Source: an optimization exercise on an open RTL-to-GDS flow (aim: small area and a short achievable clock period). Production flows keep margins and buffers that such runs may drop. Power figures rest on the tool's default switching activity, not on a simulated workload.

== v31 ==
// dual_mem_controller
module dual_mem_controller (
    input  logic        CLK,
    input  logic        nRST,
    input  logic        imem0_ren,
    input  logic [12:0] imem0_addr,
    input  logic        imem1_ren,
    input  logic [12:0] imem1_addr,
    input  logic        dmem0_rd_valid,
    input  logic [12:0] dmem0_rd_addr,
    input  logic        dmem1_rd_valid,
    input  logic [12:0] dmem1_rd_addr,
    input  logic        dmem0_wr_valid,
    input  logic [12:0] dmem0_wr_addr,
    input  logic [63:0] dmem0_wr_data,
    input  logic        dmem1_wr_valid,
    input  logic [12:0] dmem1_wr_addr,
    input  logic [63:0] dmem1_wr_data,
    input  logic        dcache0_flushed,
    input  logic        dcache1_flushed,
    input  logic [1:0]  ram_state,
    input  logic [31:0] ram_load,
    output logic        imem0_hit,
    output logic [63:0] imem0_load,
    output logic        imem1_hit,
    output logic [63:0] imem1_load,
    output logic        dmem0_rd_resp_valid,
    output logic [63:0] dmem0_rd_resp_data,
    output logic        dmem1_rd_resp_valid,
    output logic [63:0] dmem1_rd_resp_data,
    output logic        slow_down,
    output logic        flushed,
    output logic        ram_ren,
    output logic        ram_wen,
    output logic [13:0] ram_addr,
    output logic [31:0] ram_store
);
    logic        rd_head_valid;
    logic [12:0] rd_head_addr;
    logic        rd_head_port;
    logic        rd_deq;
    logic [12:0] wr_head_addr;
    logic        wr_empty;
    logic        wr_deq;
    logic        fwd_take;
    logic [63:0] q_data;
    dmem_read_queue #(.BLOCK_ADDR_W(13), .DEPTH(4)) read_q_i (
        .CLK           (CLK),
        .nRST          (nRST),
        .req0_valid    (dmem0_rd_valid),
        .req0_addr     (dmem0_rd_addr),
        .req1_valid    (dmem1_rd_valid),
        .req1_addr     (dmem1_rd_addr),
  ...
==> flow/config.mk <==
export PLATFORM = sky130hd
export DESIGN_NAME = dual_mem_controller
export DESIGN_NICKNAME = dual_mem_controller
export VERILOG_FILES = /design/flow/design.v
export SDC_FILE = /design/flow/constraint.sdc
export NUM_CORES = 4
export LEC_CHECK = 0
export CAP_MARGIN = 20
export CORE_MARGIN = 2
export CORE_UTILIZATION = 60
export CTS_BUF_LIST = sky130_fd_sc_hd__clkbuf_4 sky130_fd_sc_hd__clkbuf_8
export PLACE_DENSITY = 0.72
export SETUP_SLACK_MARGIN = 2.5
export SLEW_MARGIN = 20
==> flow/constraint.sdc <==
create_clock -name core_clock -period 5.8 [get_ports {CLK}]
set_input_delay 1.1600 -clock core_clock [delete_from_list [all_inputs] [get_ports {CLK}]]
set_output_delay 1.1600 -clock core_clock [all_outputs]
set_load 0.01 [all_outputs]
standard.sh (not shown) runs the stock make flow with config.mk's settings and CLKGATE_MAP_FILE= SYNTH_SCRIPT=/design/flow/synth_recipe.tcl, a recipe that flattens the netlist after the stock synthesis.
==> flow/flow/run.sh <==
#!/bin/bash
set -euo pipefail
export BUFFER_PORTS_ARGS="-buffer_cell sky130_fd_sc_hd__buf_1"
bash standard.sh finish > make_finish.log 2>&1
v31 did not stop at any stage, and its layout met the timing, DRC and antenna checks.
For v23, these inputs were changed with respect to v31:
-- flow/design.v --
<<< v31, line 84
    output logic                    slow_down,
    output logic                    fwd_take,
    output logic [DATA_W-1:0]       data_out
);
>>> v23, line 84
    output logic                    slow_down,
    output logic                    fwd_take,
    output logic                    fwd_take_n,
    output logic [DATA_W-1:0]       data_out
);
<<< v31, line 172
    assign hit0 = req0_valid & eq0;
    assign youngest_n = hit1 ? take1 : (hit0 ? take0 : youngest_s);
    always_ff @(posedge CLK or negedge nRST) begin
        if (!nRST) begin
>>> v23, line 173
    assign hit0 = req0_valid & eq0;
    assign youngest_n = hit1 ? take1 : (hit0 ? take0 : youngest_s);
    assign fwd_take_n = rd_deq & (hit0 | hit1 | (|match_s));
    always_ff @(posedge CLK or negedge nRST) begin
        if (!nRST) begin
<<< v31, line 186
            valid     <= valid_n;
            slow_down <= slow_down_n;
            fwd_take  <= rd_deq & (hit0 | hit1 | (|match_s));
        end
    end
>>> v23, line 188
            valid     <= valid_n;
            slow_down <= slow_down_n;
            fwd_take  <= fwd_take_n;
        end
    end
<<< v31, line 216
    input  logic                    wr_empty,
    input  logic                    fwd_take,
    input  logic [2*WORD_W-1:0]     q_data,
    input  logic [1:0]              ram_state,
>>> v23, line 218
    input  logic                    wr_empty,
    input  logic                    fwd_take,
    input  logic                    fwd_take_n,
    input  logic [2*WORD_W-1:0]     q_data,
    input  logic [1:0]              ram_state,
<<< v31, line 250
    logic f_port;
    logic acc0_done, acc1_done;
    logic s_rd, s_wr, s_f0, s_f1;
    logic lo_keep, lo_ram, lo_hi, lo_q;
>>> v23, line 253
    logic f_port;
    logic acc0_done, acc1_done;
    logic acc0_n, acc1_n, w_write_n;
    logic f0_acc1, f1_acc1;
    logic s_rd, s_wr, s_f0, s_f1;
    logic lo_keep, lo_ram, lo_hi, lo_q;
<<< v31, line 263
    assign acc0_done = acc0 & ~fwd_take & ram_done;
    assign acc1_done = acc1 & ram_done;
    always_ff @(posedge CLK or negedge nRST) begin
        if (!nRST) begin
>>> v23, line 268
    assign acc0_done = acc0 & ~fwd_take & ram_done;
    assign acc1_done = acc1 & ram_done;
    assign acc0_n    = arb ? pick_any : (acc0 & ~fwd_take & ~ram_done);
    assign acc1_n    = acc0_done | (acc1 & ~ram_done);
    assign w_write_n = arb ? (~rd_head_valid & ~wr_empty) : w_write;
    always_ff @(posedge CLK or negedge nRST) begin
        if (!nRST) begin
<<< v31, line 271
            resp_valid <= 2'b00;
            flushed    <= 1'b0;
        end else begin
            acc0       <= arb ? pick_any : (acc0 & ~fwd_take & ~ram_done);
            acc1       <= acc0_done | (acc1 & ~ram_done);
            halt       <= halt | (arb & halt_req);
            if (arb & pick_f) begin
>>> v23, line 279
            resp_valid <= 2'b00;
            flushed    <= 1'b0;
            ram_ren    <= 1'b0;
            ram_wen    <= 1'b0;
            f0_acc1    <= 1'b0;
            f1_acc1    <= 1'b0;
        end else begin
            acc0       <= acc0_n;
            acc1       <= acc1_n;
            ram_ren    <= ((acc0_n & ~fwd_take_n) | acc1_n) & ~w_write_n;
            ram_wen    <= (acc0_n | acc1_n) & w_write_n;
            f0_acc1    <= acc1_n & ~w_read & ~w_write & ~w_port;
            f1_acc1    <= acc1_n & ~w_read & ~w_write &  w_port;
            halt       <= halt | (arb & halt_req);
            if (arb & pick_f) begin
<<< v31, line 316
            ({WORD_W{hi_q}}    & q_data[2*WORD_W-1:WORD_W]);
    end
    assign ram_ren   = ((acc0 & ~fwd_take) | acc1) & ~w_write;
    assign ram_wen   = (acc0 | acc1) & w_write;
    assign ram_addr  = {w_addr, acc1};
    assign ram_store = w_data[WORD_W-1:0];
>>> v23, line 332
            ({WORD_W{hi_q}}    & q_data[2*WORD_W-1:WORD_W]);
    end
    assign ram_addr  = {w_addr, acc1};
    assign ram_store = w_data[WORD_W-1:0];
<<< v31, line 324
    assign dmem0_data  = w_data;
    assign dmem1_data  = w_data;
    assign imem0_hit  = acc1_done & ~w_read & ~w_write & ~w_port & imem0_ren & (imem0_addr == w_addr);
    assign imem1_hit  = acc1_done & ~w_read & ~w_write &  w_port & imem1_ren & (imem1_addr == w_addr);
    assign imem0_load = {ram_load, w_data[WORD_W-1:0]};
    assign imem1_load = {ram_load, w_data[WORD_W-1:0]};
>>> v23, line 338
    assign dmem0_data  = w_data;
    assign dmem1_data  = w_data;
    assign imem0_hit  = f0_acc1 & ram_done & imem0_ren & (imem0_addr == w_addr);
    assign imem1_hit  = f1_acc1 & ram_done & imem1_ren & (imem1_addr == w_addr);
    assign imem0_load = {ram_load, w_data[WORD_W-1:0]};
    assign imem1_load = {ram_load, w_data[WORD_W-1:0]};
<<< v31, line 373
    logic        wr_deq;
    logic        fwd_take;
    logic [63:0] q_data;
    dmem_read_queue #(.BLOCK_ADDR_W(13), .DEPTH(4)) read_q_i (
>>> v23, line 387
    logic        wr_deq;
    logic        fwd_take;
    logic        fwd_take_n;
    logic [63:0] q_data;
    dmem_read_queue #(.BLOCK_ADDR_W(13), .DEPTH(4)) read_q_i (
<<< v31, line 402
        .slow_down     (slow_down),
        .fwd_take      (fwd_take),
        .data_out      (q_data)
    );
>>> v23, line 417
        .slow_down     (slow_down),
        .fwd_take      (fwd_take),
        .fwd_take_n    (fwd_take_n),
        .data_out      (q_data)
    );
<<< v31, line 417
        .wr_empty        (wr_empty),
        .fwd_take        (fwd_take),
        .q_data          (q_data),
        .ram_state       (ram_state),
>>> v23, line 433
        .wr_empty        (wr_empty),
        .fwd_take        (fwd_take),
        .fwd_take_n      (fwd_take_n),
        .q_data          (q_data),
        .ram_state       (ram_state),
==> comparison <==
Diff v31 -> v23 | setup slack of the critical path after layout | decrease of 0.049 ns. v23 ends up with lower share of final-layout standard cells stronger than drive strength 1 than v31 does. Between v31 and v23, non-clock inverter instance count of the final layout decreased. v31 and v23 ended up with roughly the same sequential share of layout area. Changes observed in v23 relative to v31: routed wire length barely changed, width of the chip climbed about 0.5%, register-to-register slack climbed 0.03 ns, relative contribution of combinational cells to total power climbed 4.2 points. As of v23, first-pass GRT wire length had risen slightly compared to v31. Any difference in buffering overhead between v23 and v31 is small enough to ignore. | headroom to the max-slew limit | v23 vs v31 | better |.
No run of this note included a check of the RTL's function; only the layout flow was run.

## afterwards: timing with drivers on the ports
No port has a modelled driver above. Below, the same layouts with a new extraction and two added sets of constraints.
Step 1, drivers: a clkbuf_16 drives CLK and a buf_2 each remaining input, both assumed.
Step 2 also shifts input and output timing later by t, the mid clock arrival at the registers, as if the neighbouring blocks saw the same clock.
a / b / c = no drivers / after step 1 / after step 2; a / b = the first two.
run	t, ns	slack for setup (ns)	latest minus earliest clock arrival (ns)	worst register clock-pin slew, ns
v31	0.754	2.555 / 2.532 / 1.837	0.034 / 0.034	0.07 / 0.07
v23	0.734	2.507 / 2.482 / 1.934	0.048 / 0.048	0.07 / 0.07
After both steps every run listed still meets setup and hold. For v31, which loses most, drivers alone change the setup slack by -0.023 ns; drivers and shift together by -0.718 ns.
